Source: an optimization exercise on an open RTL-to-GDS flow (aim: small area and a short achievable clock period). Production flows keep margins and buffers that such runs may drop. Only simulation tests tie the RTL to the original design; equivalence was not proved. Power figures rest on the tool's default switching activity, not on a simulated workload.

[flow/run.sh]
#!/bin/bash
# synth_recipe.tcl (not shown) runs the flow's synth.tcl, then flattens the netlist and writes it again
# the make line also repeats each setting of config.mk as NAME=value (left out here)
make -C /OpenROAD-flow-scripts/flow DESIGN_CONFIG=/design/flow/config.mk WORK_HOME=/design/flow/orfs CLKGATE_MAP_FILE= SYNTH_SCRIPT=/design/flow/synth_recipe.tcl finish
[flow/config.mk]
export PLATFORM = sky130hd
export DESIGN_NAME = arm_dp_top
export DESIGN_NICKNAME = arm_dp_top
export VERILOG_FILES = /design/flow/design.v
export SDC_FILE = /design/flow/constraint.sdc
export NUM_CORES = 4
export LEC_CHECK = 0
export ABC_AREA = 1
export CAP_MARGIN = 20
export CORE_MARGIN = 2
export CORE_UTILIZATION = 40
export CTS_CLUSTER_DIAMETER = 100
export CTS_CLUSTER_SIZE = 25
export SETUP_SLACK_MARGIN = 4.5
export SLEW_MARGIN = 20
export TNS_END_PERCENT = 10
[flow/constraint.sdc]
create_clock -name core_clock -period 8.0 [get_ports {clk}]
set_input_delay 1.6000 -clock core_clock [delete_from_list [all_inputs] [get_ports {clk}]]
set_output_delay 1.6000 -clock core_clock [all_outputs]
set_load 0.01 [all_outputs]
[flow/design.v]
`timescale 1ns/1ps
module barrel_shift (
    input  logic [32-1:0]    value,
    input  logic [1:0]                 sh_type,
    input  logic [5-1:0] rot,
    input  logic                       inv,
    output logic [32-1:0]    shifted
);
    logic        lsl, ror, asr, rz;
    logic [31:0] u;       
    logic [31:0] keep, fill;
    logic [31:0] s0, s1, s2, s3, s4;
    assign lsl = (sh_type == 2'b00);
    assign asr = (sh_type == 2'b10);
    assign ror = (sh_type == 2'b11);
    assign rz  = (rot == 5'd0);
    assign s0 = rot[0] ? {value[0],    value[31:1]}  : value;
    assign s1 = rot[1] ? {s0[1:0],     s0[31:2]}     : s0;
    assign s2 = rot[2] ? {s1[3:0],     s1[31:4]}     : s1;
    assign s3 = rot[3] ? {s2[7:0],     s2[31:8]}     : s2;
    assign s4 = rot[4] ? {s3[15:0],    s3[31:16]}    : s3;
    always_comb begin
        for (int i = 0; i < 32; i++) begin
            u[i]    = ({1'b0, rot} + 6'(i)) > 6'd31;
            keep[i] = ror || (lsl ? (u[i] || rz) : !u[i]);
            fill[i] = asr && u[i];
        end
    end
    always_comb begin
        for (int i = 0; i < 32; i++)
            shifted[i] = keep[i] ? s4[i] : (fill[i] ? value[31] : inv);
    end
endmodule
`timescale 1ns/1ps
module decode_stage (
    input  logic                       clk,
    input  logic                       reset,
    input  logic                       instr_valid,
    input  logic [32-1:0]    instr,
    input  logic [32-1:0]    rm_val,
    input  logic                       ex_writes,
    input  logic [4-1:0]  ex_rd,
    output logic [4-1:0]  rn_addr,
    output logic                       dx_valid,
    output logic                       dx_writes,
    output logic                       dx_setf,
    output logic                       dx_arith,
    output logic                       dx_sub,
    output logic [1:0]                 dx_lop,
    output logic [3:0]                 dx_cond,
    output logic [4-1:0]  dx_rd,
    output logic [32-1:0]    dx_b,
    output logic                       dx_fwd_t,
    output logic                       dx_fwd_f,
    output logic                       dx_fill,
    output logic [1:0]                 dx_kind,
    output logic [5-1:0] dx_rot
);
    logic [3:0] op;
    logic       known, writes, setf, arith, sub;
    logic [1:0] lop;
    assign op = instr[24:21];
    always_comb begin
        known  = 1'b1;
        writes = 1'b1;
        arith  = 1'b0;
        sub    = 1'b0;
        lop    = 2'b00;
        case (op)
            4'b0000: lop = 2'b00;
            4'b0001: lop = 2'b01;
            4'b1100: lop = 2'b10;
            4'b1101: lop = 2'b11;
            4'b0100: arith = 1'b1;
            4'b0010: begin arith = 1'b1; sub = 1'b1; end
            4'b1010: begin arith = 1'b1; sub = 1'b1; writes = 1'b0; end
            default: begin known = 1'b0; writes = 1'b0; end
        endcase
        setf = (op == 4'b1010) | instr[20];
    end
    logic        v1_q;
    logic        writes1_q, setf1_q, arith1_q, sub1_q, imm1_q;
    logic [1:0]  lop1_q;
    logic [3:0]  cond1_q, rn1_q, rd1_q;
    logic [11:0] op2_q;
    always_ff @(posedge clk or posedge reset) begin
        if (reset) v1_q <= 1'b0;
        else       v1_q <= instr_valid & known & (instr[31:28] != 4'b1111);
    end
    always_ff @(posedge clk) begin
        writes1_q <= writes;
        setf1_q   <= setf;
        arith1_q  <= arith;
        sub1_q    <= sub;
        lop1_q    <= lop;
        imm1_q    <= instr[25];
        cond1_q   <= instr[31:28];
        rn1_q     <= instr[19:16];
        rd1_q     <= instr[15:12];
        op2_q     <= instr[11:0];
    end
    assign rn_addr = rn1_q;
    logic [4:0] shamt, rot;
    assign shamt = imm1_q ? 5'd0 : op2_q[11:7];
    assign rot   = (op2_q[6:5] == 2'b00) ? (5'd0 - shamt) : shamt;
    logic fwd_b;
    assign fwd_b = ex_writes & (ex_rd == op2_q[3:0]) & !imm1_q;
    always_ff @(posedge clk or posedge reset) begin
        if (reset) dx_valid <= 1'b0;
        else       dx_valid <= v1_q;
    end
    always_ff @(posedge clk) begin
        dx_writes <= writes1_q;
        dx_setf   <= setf1_q;
        dx_arith  <= arith1_q;
        dx_sub    <= sub1_q;
        dx_lop    <= lop1_q;
        dx_cond   <= cond1_q;
        dx_rd     <= rd1_q;
        dx_b      <= fwd_b ? '0 : (imm1_q ? {{(32-8){1'b0}}, op2_q[7:0]} : rm_val) ^ {32{sub1_q}};
        dx_fwd_t  <= fwd_b & !sub1_q;
        dx_fwd_f  <= fwd_b & sub1_q;
        dx_fill   <= sub1_q & (op2_q[6:5] != 2'b10);
        dx_kind   <= op2_q[6:5];
        dx_rot    <= rot;
    end
endmodule
`timescale 1ns/1ps
module execute_stage (
    input  logic                       clk,
    input  logic                       reset,
    input  logic                       dx_valid,
    input  logic                       dx_writes,
    input  logic                       dx_setf,
    input  logic                       dx_arith,
    input  logic                       dx_sub,
    input  logic [1:0]                 dx_lop,
    input  logic [3:0]                 dx_cond,
    input  logic [4-1:0]  dx_rd,
    input  logic [32-1:0]    rn_val,
    input  logic [32-1:0]    dx_b,
    input  logic                       dx_fwd_t,
    input  logic                       dx_fwd_f,
    input  logic                       dx_fill,
    input  logic [1:0]                 dx_kind,
    input  logic [5-1:0] dx_rot,
    input  logic [32-1:0]    wr_data,
    output logic                       ex_writes,
    output logic [4-1:0]  ex_rd,
    output logic                       res_valid,
    output logic [4-1:0]  res_addr,
    output logic [32-1:0]    res_data,
    output logic [3:0]                 flags
);
    logic [31:0] op_a, op_b_reg, bx, logic_res, result;
    logic [33:0] sum;
    logic        pass, c_f, v_f;
    assign op_a     = rn_val;
    assign op_b_reg = dx_b | ({32{dx_fwd_t}} & wr_data) | ({32{dx_fwd_f}} & ~wr_data);
    barrel_shift barrel_shift_i (
        .value   (op_b_reg),
        .sh_type (dx_kind),
        .inv     (dx_fill),
        .rot     (dx_rot),
        .shifted (bx)
    );
    assign sum = {1'b0, op_a, 1'b1} + {1'b0, bx, dx_sub};
    always_comb begin
        case (dx_lop)
            2'b00: logic_res = op_a & bx;
            2'b01: logic_res = op_a ^ bx;
            2'b10: logic_res = op_a | bx;
            default: logic_res = bx;
        endcase
    end
    assign result = dx_arith ? sum[32:1] : logic_res;
    assign c_f = sum[33];
    assign v_f = (op_a[31] == bx[31]) && (sum[32] != op_a[31]);
    logic [31:0] zt;
    logic        z_arith, z_logic, z_f;
    assign zt      = {op_a[30:0] | bx[30:0], dx_sub};
    assign z_arith = ((op_a ^ bx) == zt);
    assign z_logic = (logic_res == 32'd0);
    assign z_f     = dx_arith ? z_arith : z_logic;
    logic n_wb, n_q, z_q, c_q, v_q, n_cur;
    assign n_cur   = n_wb ? wr_data[31] : n_q;
    assign flags   = {n_cur, z_q, c_q, v_q};
    always_comb begin
        case (dx_cond)
            4'b0000: pass = flags[2];
            4'b0001: pass = !flags[2];
            4'b0010: pass = flags[1];
            4'b0011: pass = !flags[1];
            4'b0100: pass = flags[3];
            4'b0101: pass = !flags[3];
            4'b0110: pass = flags[0];
            4'b0111: pass = !flags[0];
            4'b1000: pass = flags[1] && !flags[2];
            4'b1001: pass = !flags[1] || flags[2];
            4'b1010: pass = (flags[3] == flags[0]);
            4'b1011: pass = (flags[3] != flags[0]);
            4'b1100: pass = !flags[2] && (flags[3] == flags[0]);
            4'b1101: pass = flags[2] || (flags[3] != flags[0]);
            default: pass = 1'b1;
        endcase
    end
    always_ff @(posedge clk or posedge reset) begin
        if (reset) begin
            n_wb  <= 1'b0;
            n_q   <= 1'b0;
            z_q   <= 1'b0;
            c_q   <= 1'b0;
            v_q   <= 1'b0;
        end else begin
            n_wb  <= dx_valid && pass && dx_setf;
            n_q   <= n_cur;
            if (dx_valid && pass && dx_setf)
                z_q <= z_f;
            if (dx_valid && pass && dx_setf && dx_arith) begin
                c_q <= c_f;
                v_q <= v_f;
            end
        end
    end
    assign res_valid = dx_valid && pass && dx_writes;
    assign res_addr  = dx_rd;
    assign res_data  = result;
    assign ex_writes = res_valid;
    assign ex_rd     = dx_rd;
endmodule
`timescale 1ns/1ps
module result_stage (
    input  logic                       clk,
    input  logic                       reset,
    input  logic                       res_valid,
    input  logic [4-1:0]  res_addr,
    input  logic [32-1:0]    res_data,
    output logic                       wr_valid,
    output logic [4-1:0]  wr_addr,
    output logic [32-1:0]    wr_data
);
    always_ff @(posedge clk or posedge reset) begin
        if (reset) wr_valid <= 1'b0;
        else       wr_valid <= res_valid;
    end
    always_ff @(posedge clk) begin
        wr_addr <= res_addr;
        wr_data <= res_data;
    end
endmodule
`timescale 1ns/1ps
module reg_file (
    input  logic                       clk,
    input  logic                       reset,
    input  logic                       wr_valid,
    input  logic [4-1:0]  wr_addr,
    input  logic [32-1:0]    wr_data,
    input  logic                       ex_valid,
    input  logic [4-1:0]  ex_addr,
    input  logic [4-1:0]  rn_addr_d,
    input  logic [4-1:0]  rm_addr_d,
    output logic [32-1:0]    rn_val,
    output logic [32-1:0]    rm_val
);
    localparam int NUM_REGS = 1 << 4;
    logic [NUM_REGS-1:0][32-1:0] regs;
    logic [NUM_REGS-1:0]                   written, written_d;
    logic [NUM_REGS-1:0]                   we;
    logic [NUM_REGS-1:0]                   sel_n, sel_m;
    logic                                  wt_n, wt_m, wt_n_d, wt_m_d;
    always_comb begin
        for (int i = 0; i < NUM_REGS; i++)
            we[i] = wr_valid && (wr_addr == i[4-1:0]);
    end
    assign written_d = written | we;
    always_ff @(posedge clk or posedge reset) begin
        if (reset) written <= '0;
        else       written <= written_d;
    end
    for (genvar i = 0; i < NUM_REGS; i++) begin : g_reg
        always_ff @(posedge clk) begin
            if (we[i]) regs[i] <= wr_data;
        end
    end
    assign wt_n_d = ex_valid && (ex_addr == rn_addr_d);
    assign wt_m_d = ex_valid && (ex_addr == rm_addr_d);
    always_ff @(posedge clk) begin
        wt_n <= wt_n_d;
        wt_m <= wt_m_d;
        for (int i = 0; i < NUM_REGS; i++) begin
            sel_n[i] <= !wt_n_d && written_d[i] && (rn_addr_d == i[4-1:0]);
            sel_m[i] <= !wt_m_d && written_d[i] && (rm_addr_d == i[4-1:0]);
        end
    end
    always_comb begin
        rn_val = {32{wt_n}} & wr_data;
        rm_val = {32{wt_m}} & wr_data;
        for (int i = 0; i < NUM_REGS; i++) begin
            rn_val = rn_val | ({32{sel_n[i]}} & regs[i]);
            rm_val = rm_val | ({32{sel_m[i]}} & regs[i]);
        end
    end
endmodule
`timescale 1ns/1ps
module arm_dp_top (
    input  logic                      clk,
    input  logic                      reset,
    input  logic                      instr_valid,
    input  logic [32-1:0]   instr,
    output logic                      wb_valid,
    output logic [4-1:0] wb_addr,
    output logic [32-1:0]   wb_data,
    output logic [3:0]                flags
);
    logic [32-1:0]   rn_val, rm_val;
    logic                       dx_valid, dx_writes, dx_setf, dx_arith, dx_sub;
    logic [1:0]                 dx_lop;
    logic [3:0]                 dx_cond;
    logic [4-1:0]  dx_rd;
    logic [32-1:0]    dx_b;
    logic                       dx_fwd_t, dx_fwd_f, dx_fill;
    logic [4-1:0]  rn_addr;
    logic [1:0]                 dx_kind;
    logic [5-1:0] dx_rot;
    logic                       ex_writes;
    logic [4-1:0]  ex_rd;
    logic                       res_valid;
    logic [4-1:0]  res_addr;
    logic [32-1:0]    res_data;
    decode_stage decode_stage_i (
        .clk(clk), .reset(reset),
        .instr_valid(instr_valid), .instr(instr),
        .rm_val(rm_val), .rn_addr(rn_addr),
        .ex_writes(ex_writes), .ex_rd(ex_rd),
        .dx_valid(dx_valid), .dx_writes(dx_writes), .dx_setf(dx_setf),
        .dx_arith(dx_arith), .dx_sub(dx_sub), .dx_lop(dx_lop), .dx_cond(dx_cond),
        .dx_rd(dx_rd), .dx_b(dx_b), .dx_fwd_t(dx_fwd_t), .dx_fwd_f(dx_fwd_f), .dx_fill(dx_fill),
        .dx_kind(dx_kind), .dx_rot(dx_rot)
    );
    execute_stage execute_stage_i (
        .clk(clk), .reset(reset),
        .dx_valid(dx_valid), .dx_writes(dx_writes), .dx_setf(dx_setf),
        .dx_arith(dx_arith), .dx_sub(dx_sub), .dx_lop(dx_lop), .dx_cond(dx_cond),
        .dx_rd(dx_rd), .rn_val(rn_val), .dx_b(dx_b), .dx_fwd_t(dx_fwd_t), .dx_fwd_f(dx_fwd_f), .dx_fill(dx_fill),
        .dx_kind(dx_kind), .dx_rot(dx_rot),
        .wr_data(wb_data),
        .ex_writes(ex_writes), .ex_rd(ex_rd),
        .res_valid(res_valid), .res_addr(res_addr), .res_data(res_data),
        .flags(flags)
    );
    result_stage result_stage_i (
        .clk(clk), .reset(reset),
        .res_valid(res_valid), .res_addr(res_addr), .res_data(res_data),
        .wr_valid(wb_valid), .wr_addr(wb_addr), .wr_data(wb_data)
    );
    reg_file reg_file_i (
        .clk(clk), .reset(reset),
        .wr_valid(wb_valid), .wr_addr(wb_addr), .wr_data(wb_data),
        .ex_valid(res_valid), .ex_addr(res_addr),
        .rn_addr_d(rn_addr), .rm_addr_d(instr[3:0]), .rn_val(rn_val), .rm_val(rm_val)
    );
endmodule
==> flow_summary.toml <==
[status]
status = "finished clean"

[run]
maxCapViolations = 0

[floorplan]
ioPinCount = 76
chipHeight_um = 303.5
die_x_um = 303.5
dieArea_mm2 = 0.09213
row_count = 109
core_mm2 = 0.08865
start_util_pct = 40.48

[placed_design]
dp_hpwl_mm = 88.99
place.port_buffers = 73
gp_congestion = 0.9911

[power_and_ir_drop]
p_sw_w = 0.002347
p_total_w = 0.007841
pwr-share-comb_pct = 20.5
p_per_area_mw_per_mm2 = 186.2
ir_drop_mv = 0.1579
power.internal_w = 0.005495
leakagePower_nw = 17.54
swShare_pct = 29.93
pwr-share-seq_pct = 51.9
clockPowerShare_pct = 27.6

[timing]
rsz0062_at_grt = "yes"
tightest_slew_ns = 1.205
final.period_utilization_pct = 50.28
hold_violations = 0
drv_slew = 0
period_minus_slack_ns = 4.022
finClkSkew_ns = 0.03475
slew_headroom_pct = 19.68
final-setup-viol-count = 0
fmax_mhz = 248.6
finalSetupTns_ns = 0

[yosys]
synthFlopType = "edfxtp_1"
synth_xor_area_share_pct = 2.026
yosysMostFrequentCell = "nand2_1"
synth_seq_cells = 693
syn_area_per_cell_um2 = 9.130
netlist_instances = 3931
synth_top_area_share_pct = 42.84
synth_top_family_by_area = "simple AND/OR/NAND/NOR gates"
synth_simple_gate_area_share_pct = 21.47
synth-edff-count = 512
synth_compound_area_share_pct = 13.99
yosysWarnings = 5
ys_seq_area_share_pct = 53.27
synth_nets = 4038
synth_top_area_cell = "edfxtp_1"
async_flop_share_pct = 3.463
synthAdderAreaFrac_pct = 2.531
synth_commonest_cells = "nand2_1 (992), edfxtp_1 (512), nand3_1 (460), inv_1 (367), dfxtp_1 (157)"
syn_area_mm2 = 0.03589
synth_mux_area_share_pct = 0
ys_top_cells_by_area = "edfxtp_1 (43%), nand2_1 (10%), dfxtp_1 (8.8%), nand3_1 (6.4%), inv_1 (3.8%)"
ys_types = 64

[cts]
cts_tree = "done"
clk_pin_slew_worst_paths_ns = 0.11
numCtsBuffers = 36
cts.sinks = 693
cts_root_buf = "clkbuf_16"
insertion_delay_ns = 0.61
htreeDepth = 2
clk_path_buf_depth = 3

[min_path]
whs_path_depth = 0
hold_path.class = "flop to flop"
hold-path-endpoint = "decode_stage_i.dx_cond[0]"
hold_start = "decode_stage_i.cond1_q[0]"

[critical_path]
cp_top_family = "simple AND/OR/NAND/NOR gates"
arrival_ns = 4.49
r2r_slack_ns = 3.98
startpoint_type = "flop"
path_buf_inv = 3
cpMaxStageDelayCell = "dfxtp_4"
cp_max_fo = 8
path_class = "flop to flop"
path_cells = "clkbuf_16 > nand2_1 > nand4_1 > nand3_2 > nand3_2 > nand3_2 > nand3_2 > nand3b_1 > nand2_4 > buf_6 > ha_4 > a21oi_2 > nand2_2 > a21oi_4 > inv_2 > nand2_2 > nand3_4 > a21oi_4 > o21ai_4 > a21boi_4 > o21ai_2 > xor2_1 > o21ai_2"
rr_endpoint = "result_stage_i.wr_data[22]"
cp_common_cell = "nand3_2"
r2r_cells = 23
reg2reg_from = "decode_stage_i.dx_fwd_f"
critPathRequiredTime_ns = 8.47
cp-end-kind = "flop"
cp_slowest_stage_delay_ns = 0.42

[grt]
overflow = 0
grt_max_degree = 52
antenna_found_initial = 1
grt_pass1_vias = 30150
grt_usage_pct = 29.86
met3_usage_pct = 6.133
grt_util_met2_pct = 46.01
top_usage_layer = "met2"
grt_pass1_wl_mm = 200.7
grtUsageMet1_pct = 40.29

[final_layout]
nFillCells = 8388
antenna_cells = 0
area_delta_synth_final_pct = 17.32
layout-drive-gt1-share_pct = 15.02
nNetsFinal = 4167

[route]
dr_total_vias = 31990
wl_per_cell_um = 26.72
drt_iter0_drc = 4162
drcViolationCount = 0
ant_nets = 0
wirelength_mm = 140.4
viasPerCell = 6.090
drtPass1Iterations = 6
area by class of cell:
class / count / area [um^2] / share of cell area [%]
sequential: 693 / 19220 / 45.65
multi-input combinational: 2636 / 15610 / 37.08
timing repair buffer: 303 / 3151 / 7.483
inverter: 390 / 1524 / 3.620
tap: 1165 / 1458 / 3.462
clock buffer: 58 / 1026 / 2.437
clock inverter: 8 / 110.1 / 0.2615
state kept, by name, indices dropped and copies added, names as in the netlist, 2 cells and up:
name,flops
decode_stage_i.cond1_q,4
decode_stage_i.dx_b,32
decode_stage_i.dx_cond,4
decode_stage_i.dx_kind,2
decode_stage_i.dx_lop,2
decode_stage_i.dx_rd,4
decode_stage_i.dx_rot,5
decode_stage_i.lop1_q,2
decode_stage_i.op2_q,12
decode_stage_i.rd1_q,4
decode_stage_i.rn1_q,4
reg_file_i.regs,512
reg_file_i.sel_m,16
reg_file_i.sel_n,16
reg_file_i.written,16
result_stage_i.wr_addr,4
result_stage_i.wr_data,32
how the worst max path moves through the flow:
stage | start | endpoint | slack, ns | cells after the start
finish | decode_stage_i.dx_fwd_f | result_stage_i.wr_data[22] | 3.98 | 23
global route | decode_stage_i.dx_rot[1] | result_stage_i.wr_data[29] | 3.88 | 21
CTS | decode_stage_i.dx_rot[1] | execute_stage_i.z_q | 4.07 | 17
detailed placement | reg_file_i.sel_n[0] | result_stage_i.wr_data[28] | 2.75 | 22
global placement | reg_file_i.sel_n[0] | result_stage_i.wr_data[29] | 2.77 | 22
floorplan | decode_stage_i.dx_rot[1] | result_stage_i.wr_data[24] | 4.45 | 26
placed cells by master (no fill, tap or decap), types with 42 or more instances in the layout:
master / instances
nand2_1: 948
edfxtp_1: 512
nand3_1: 398
inv_1: 357
buf_4: 175
a21oi_1: 125
dfxtp_1: 125
nor2_1: 124
a221oi_1: 106
a22o_1: 101
o21ai_0: 93
clkdlybuf4s50_1: 73
nand3_2: 69
o22ai_1: 67
nand4_1: 66
xor2_1: 64
a211oi_1: 46
ha_1: 42
routing by layer:
metal	routed length (um)	up-vias
met1	55540	15630
li1	-	14090
met3	15500	349
met2	61360	1923
met4	7968	0
met5	0	-
worst register-to-register path, cell delays in order, from the launching register on:
cell and delay [ns]:
dfxtp_4 0.42, clkbuf_16 0.20, nand2_1 0.09, nand4_1 0.24
nand3_2 0.22, nand3_2 0.10, nand3_2 0.09, nand3_2 0.08
nand3b_1 0.25, nand2_4 0.15, buf_6 0.15, ha_4 0.15
a21oi_2 0.13, nand2_2 0.10, a21oi_4 0.17, inv_2 0.06
nand2_2 0.07, nand3_4 0.10, a21oi_4 0.23, o21ai_4 0.09
a21boi_4 0.22, o21ai_2 0.10, xor2_1 0.17, o21ai_2 0.32
metrics by stage:
step	util (%)	hold WS [ns]	cell area [um^2]	instances	setup slack, ns
final	47.49	0.3107	42100	5253	3.978
after CTS	46.55	0.3090	41270	5212	4.071
after global placement	42.80	0.3097	37940	5046	2.766
after detailed placement	42.80	0.3121	37940	5046	2.747
after floorplan	-	0.3096	35890	3931	4.454
after global routing	47.49	0.3107	42100	5253	3.882
kinds of logic after synthesis:
group                      count (synthesis)
DFF                                      693
xor gates and xnor gates                  83
AOI/OAI and AO/OA                        720
and+or+nand+nor                         1761
buffers and inverters                    602
adders and majority gates                 72
power groups by stage:
stage               Sequential, W  Clock, W  Combinational (W)
floorplan                 0.00416         0           0.000760
global placement          0.00417         0            0.00126
detailed placement        0.00417         0            0.00126
CTS                       0.00407   0.00219            0.00149
global route              0.00408   0.00232            0.00171
finish                    0.00407   0.00216            0.00161
what timing repair did:
action | in CTS | in global routing
cloned | 10 | 1
setup buffers | 90 | 40
hold buffers | 0 | 0
setup endpoints to repair | 53 | 71
resized for setup | 283 | 125
pin swaps | 55 | 61

port drivers added, routing unchanged:
In the flow no input, the clock included, has a driving cell. The finished layout below was timed again as built, in two steps. Step 1, drivers: a clkbuf_16 drives clk and a buf_2 each remaining input, both assumed. Step 2 moves the port delays by t, midway between the first and last clock arrival at a register: inputs arrive t later, outputs are due t later. That takes back most of the time a late clock gives input paths. Slacks: ideal ports / drivers / drivers and shift; pairs: ideal ports / drivers.
t, ns: 0.661
setup WS [ns]: 3.978 / 3.978 / 3.978
latest minus earliest clock arrival (ns): 0.034 / 0.035
After both steps setup and hold are still met in this run. The setup slack of this run moves by 0.000 ns with the drivers and by 0.000 ns with both steps.
